Context: an optimization exercise on an open-source flow, tuned for a short achievable clock period and few clock cycles per item. The choices shown serve that exercise and are no tape-out recipe.
Only simulation tests tie the RTL to the original design; equivalence was not proved.

// accumulating_pid_controller
module accumulating_pid_controller (
  input  logic                 clk,
  input  logic                 rst_n,
  input  logic                 in_valid,
  output logic                 in_ready,
  input  logic [89:0]          in_data,
  output logic                 out_valid,
  input  logic                 out_ready,
  output logic [64:0]          out_data,
  input  logic                 cfg_valid,
  output logic                 cfg_ready,
  input  logic [CFG_IDX_W-1:0] cfg_index,
  input  logic [DATA_W-1:0]    cfg_data
);
Size: ~48000 cells after synthesis, roughly 200 I/O pins, roughly 0.52 mm² of cells after synthesis.
Settings: LEC_CHECK=0, CAP_MARGIN=20, CORE_MARGIN=2, CORE_UTILIZATION=55, CTS_CLUSTER_DIAMETER=100, CTS_CLUSTER_SIZE=22, SLEW_MARGIN=20; clock period 13.0 ns.
standard.sh (not shown) runs the stock make flow with config.mk's settings and CLKGATE_MAP_FILE= SYNTH_SCRIPT=/design/flow/synth_recipe.tcl, a recipe that flattens the netlist after the stock synthesis.
==> flow/flow/run.sh <==
#!/bin/bash
set -euo pipefail
bash standard.sh SETUP_SLACK_MARGIN=9 finish > standard_make.log 2>&1
The first run completed without violations.
Testbench counts at the start, summed over its fixed seeds: cycles 2,576, items 2,400.
Then changed:
--- a/flow/design.v
+++ b/flow/design.v
@@ -110,20 +110,22 @@
   always_ff @(posedge clk) p0_4 <= l3_c4;
   wire [63:0] l6_s0 = p0_0 ^ p0_1 ^ p0_2;
   wire [63:0] l6_c0 = ((p0_0 & p0_1) | (p0_0 & p0_2) | (p0_1 & p0_2)) << 1;
   wire [63:0] l7_s0 = l6_s0 ^ l6_c0 ^ p0_3;
   wire [63:0] l7_c0 = ((l6_s0 & l6_c0) | (l6_s0 & p0_3) | (l6_c0 & p0_3)) << 1;
   wire [63:0] l8_s0 = l7_s0 ^ l7_c0 ^ p0_4;
   wire [63:0] l8_c0 = ((l7_s0 & l7_c0) | (l7_s0 & p0_4) | (l7_c0 & p0_4)) << 1;
-  wire [16:0] sl = {1'b0, l8_s0[15:0]} + {1'b0, l8_c0[15:0]};
-  logic [47:0] ha, hb;
+  wire [32:0] sl = {1'b0, l8_s0[31:0]} + {1'b0, l8_c0[31:0]};
+  logic [31:0] ha, hb;
   logic hc;
-  always_ff @(posedge clk) begin ha <= l8_s0[63:16]; hb <= l8_c0[63:16]; hc <= sl[16]; end
-  wire [47:0] sh = ha + hb + {47'd0, hc};
-  always_ff @(posedge clk) y <= sh[47:0];
+  logic [15:0] ylo;
+  always_ff @(posedge clk) ylo <= sl[31:16];
+  always_ff @(posedge clk) begin ha <= l8_s0[63:32]; hb <= l8_c0[63:32]; hc <= sl[32]; end
+  wire [31:0] sh = ha + hb + {31'd0, hc};
+  always_ff @(posedge clk) y <= {sh[31:0], ylo};
 endmodule
 module apid_mul_x (
   input  logic clk,
   input  logic [31:0] a,
   input  logic [23:0] b,
   output logic [55:0] y
 );
Effect: First-iteration DRC count rose by roughly a tenth; sequential share of layout area is about the same; synthesized area shrinks slightly; via count came out higher slightly; routed wire length increases by a few percent.
Testbench counts after the change, summed over its fixed seeds: cycles 2,576, items 2,400.


== run P ==
accumulating_pid_controller, a different RTL version from the one above (not shown whole).
Size: ~8000 flip-flops, about 200 I/O pins.
==> flow/config.mk <==
export PLATFORM = sky130hd
export DESIGN_NAME = accumulating_pid_controller
export DESIGN_NICKNAME = accumulating_pid_controller
export VERILOG_FILES = /design/flow/design.v
export SDC_FILE = /design/flow/constraint.sdc
export NUM_CORES = 4
export LEC_CHECK = 0
export CAP_MARGIN = 20
export CORE_MARGIN = 2
export CORE_UTILIZATION = 55
export CTS_CLUSTER_DIAMETER = 100
export CTS_CLUSTER_SIZE = 22
export SLEW_MARGIN = 20
==> flow/constraint.sdc <==
create_clock -name core_clock -period 13.0 [get_ports {clk}]
set_input_delay 2.6000 -clock core_clock [delete_from_list [all_inputs] [get_ports {clk}]]
set_output_delay 2.6000 -clock core_clock [all_outputs]
set_load 0.01 [all_outputs]
Scripts as last shown in full above: flow/flow/run.sh
Testbench counts of run P, summed over its fixed seeds: cycles 2,576, items 2,400.
Modified inputs, run G compared to run P
--- a/flow/design.v
+++ b/flow/design.v
@@ -617,22 +617,22 @@
   apid_mul_d  u_md (.clk(clk), .a(kd1e6[50:0]), .b(demag2), .x(dts[2]), .y(m5));
   function automatic logic [31:0] clampmag(input logic neg, input logic big,
                                            input logic [31:0] lo);
     if (neg) clampmag = (big || (lo[31] && |lo[30:0])) ? 32'h8000_0000 : lo;
     else     clampmag = (big || lo[31]) ? 32'h7FFF_FFFF : lo;
   endfunction
   logic [31:0]        pmag6;
   logic               pneg6;
-  logic [16:7][31:0]  pv;
+  logic [17:7][31:0]  pv;
   always_ff @(posedge clk) begin
     pneg6 <= eneg[5] ^ kp_neg;
     pmag6 <= clampmag(eneg[5] ^ kp_neg, |mp5[47:32], mp5[31:0]);
     pv[7] <= pneg6 ? (32'd0 - pmag6) : pmag6;
-    for (int k = 8; k <= 16; k++) pv[k] <= pv[k-1];
+    for (int k = 8; k <= 17; k++) pv[k] <= pv[k-1];
   end
   logic [36:0]        q8;
   logic signed [31:0] istep9;
   logic [31:0]        imag8;
   apid_mul_q u_mq (.clk(clk), .a(x5), .y(q8));
   assign imag8 = clampmag(eneg[8], |q8[36:32], q8[31:0]);
   always_ff @(posedge clk) istep9 <= eneg[8] ? (32'd0 - imag8) : imag8;
   logic [32:0] asum9;
@@ -647,28 +647,28 @@
       if (agt9)      acc_r <= {1'b0, lim};
       else if (alt9) acc_r <= limn;
       else           acc_r <= asum9[31:0];
     end
   end
   logic [31:0]        amag11;
   logic [14:11]       aneg;
   logic [47:0]        mi14;
-  logic [16:15][31:0] iv;
+  logic [17:15][31:0] iv;
   always_ff @(posedge clk) begin
     amag11   <= acc_r[31] ? (32'd0 - acc_r) : acc_r;
     aneg[11] <= acc_r[31];
     for (int k = 12; k <= 14; k++) aneg[k] <= aneg[k-1];
   end
   apid_mul_pi u_mi (.clk(clk), .a(amag11), .b(ki_mag), .y(mi14));
   logic [31:0] imag14;
   assign imag14 = clampmag(aneg[14] ^ ki_neg, |mi14[47:32], mi14[31:0]);
   always_ff @(posedge clk) begin
     iv[15] <= (aneg[14] ^ ki_neg) ? (32'd0 - imag14) : imag14;
-    iv[16] <= iv[15];
+    for (int k = 16; k <= 17; k++) iv[k] <= iv[k-1];
   end
   logic [16:6][23:0] dr;
   logic [16:6][32:0] db;      
   logic [16:6][32:0] dq;
   logic [16:6]       dovf;
   function automatic logic [26:0] divstep(input logic [23:0] r, input logic [2:0] bits,
                                           input logic [23:0] dt, input logic [25:0] dt3,
                                           input logic [26:0] dt5, input logic [26:0] dt7);
@@ -705,30 +705,32 @@
     for (int k = 7; k <= 16; k++) begin
       dr[k]   <= dsk[k][23:0];
       db[k]   <= {db[k-1][29:0], 3'b000};
       dq[k]   <= {dq[k-1][29:0], dsk[k][26:24]};
       dovf[k] <= dovf[k-1];
     end
   end
   logic [31:0] dmag16;
-  logic        dneg16;
-  logic [34:0] dx16;
-  logic [34:0] cs17, cc17;
+  logic        dneg16, dneg17;
+  logic [34:0] dx17;
   assign dneg16 = deneg[16] ^ kd_neg;
   assign dmag16 = clampmag(dneg16, dovf[16] | dq[16][32], dq[16][31:0]);
-  assign dx16   = {3'b000, dmag16} ^ {35{dneg16}};
   always_ff @(posedge clk) begin
-    cs17 <= sx35(pv[16]) ^ sx35(iv[16]) ^ dx16;
-    cc17 <= (((sx35(pv[16]) & sx35(iv[16])) | (sx35(pv[16]) & dx16)
-             | (sx35(iv[16]) & dx16)) << 1) | {34'd0, dneg16};
+    dx17   <= {3'b000, dmag16} ^ {35{dneg16}};
+    dneg17 <= dneg16;
   end
-  logic [34:0]        csum17;
+  logic [34:0]        cs17, cc17, csum17;
   logic signed [31:0] chg18;
-  assign csum17 = cs17 + cc17;
+  always_comb begin
+    cs17   = sx35(pv[17]) ^ sx35(iv[17]) ^ dx17;
+    cc17   = (((sx35(pv[17]) & sx35(iv[17])) | (sx35(pv[17]) & dx17)
+              | (sx35(iv[17]) & dx17)) << 1) | {34'd0, dneg17};
+    csum17 = cs17 + cc17;
+  end
   always_ff @(posedge clk) begin
     if (csum17[34] && !(&csum17[33:31]))     chg18 <= 32'sh8000_0000;
     else if (!csum17[34] && |csum17[33:31])  chg18 <= 32'sh7FFF_FFFF;
     else                                     chg18 <= csum17[31:0];
   end
   logic [32:0]        cs18;
   logic signed [31:0] csat18;
   logic               cgt18, clt18;
@@ -755,27 +757,20 @@
   logic [64:0]            out_d;
   logic                   out_fire_q;
   logic [PW:0]            cnt, cnt_nxt;
   logic                   in_rdy, in_rdyo;
   logic        wr;
   logic [64:0] wdata;
   assign wr    = v[19];
   assign wdata = {skp[19] ? 32'd0 : ctrl_r, chg_r, skp[19]};
-  logic [DEPTH-1:0] wsel;            
   always_ff @(posedge clk) begin
-    for (int k = 0; k < DEPTH; k++)
-      if (wr && wsel[k]) mem[k] <= wdata;
-    if (rst_q) begin
-      wptr <= '0;
-      wsel <= DEPTH'(1);
-    end else if (wr) begin
-      wptr <= wptr + 1'b1;
-      wsel <= {wsel[DEPTH-2:0], wsel[DEPTH-1]};
-    end
+    if (wr) mem[wptr] <= wdata;
+    if (rst_q) wptr <= '0;
+    else if (wr) wptr <= wptr + 1'b1;
   end
   logic          load, avail, load_o, nxt;
   logic [PW-1:0] rptr_m1;            
   logic [64:0]   head, shown;
   assign load   = ~out_v | out_ready;
   assign load_o = ~out_vo | out_ready;
   assign avail  = (rptr != wptr);
   assign nxt    = avail | wr;        
## What came out
In the reports for run G and run P, the smaller final standard cell utilization of the core belongs to run G. The run showing the greater row count is run G. Run G drops more vias than run P. Mean instance size in the synthesized netlist for run G: 0.45 sq um down relative to run P. Run G vs run P, worst setup slack went down by 150 ps. Diff run P -> run G | minimum clock period | increase of 150 ps. The final reports for run G and run P show final cell count higher in the former. When run G is measured against run P, its worst-case hold slack turns out 26 ps higher. On run G: delay of the slowest critical-path stage is 90 ps higher than what run P gave. In run G the tapcell count turned out 3.7% higher than in run P. Between run G and run P, the difference in sequential cell count of the final layout is negligible.
Testbench counts of run G, summed over its fixed seeds: cycles 2,576, items 2,400.

## afterwards: timing with drivers on the ports
In the flow no input, the clock included, has a driving cell. The finished layouts below were timed again as built, in two steps.
Step 1 assumes that a clkbuf_16 drives the clock port and a buf_2 every other input.
Step 2 adds t to the input delays and takes it off the output delays; t is the mean of the earliest and latest rising clock arrival at the registers after step 1. Input paths then give back, and output paths get back, about the clock's delay inside the block.
Three values: ideal ports, drivers, drivers and shift; two values: the first two.
run | t, ns | slack for setup (ns) | worst setup path at the end | pins driven straight from the clock port
the first run of note 1 | 1.276 | 8.660 / 8.505 / 7.963 | input to register | 1
the second run of note 1 | 1.286 | 8.636 / 8.467 / 7.944 | input to register | 1
run P | 1.272 | 8.663 / 8.498 / 8.159 | input to register | 1
run G | 1.321 | 8.509 / 8.342 / 7.808 | input to register | 1
After both steps every run listed still meets setup and hold. For run G, which loses most, drivers alone change the setup slack by -0.167 ns; drivers and shift together by -0.701 ns.
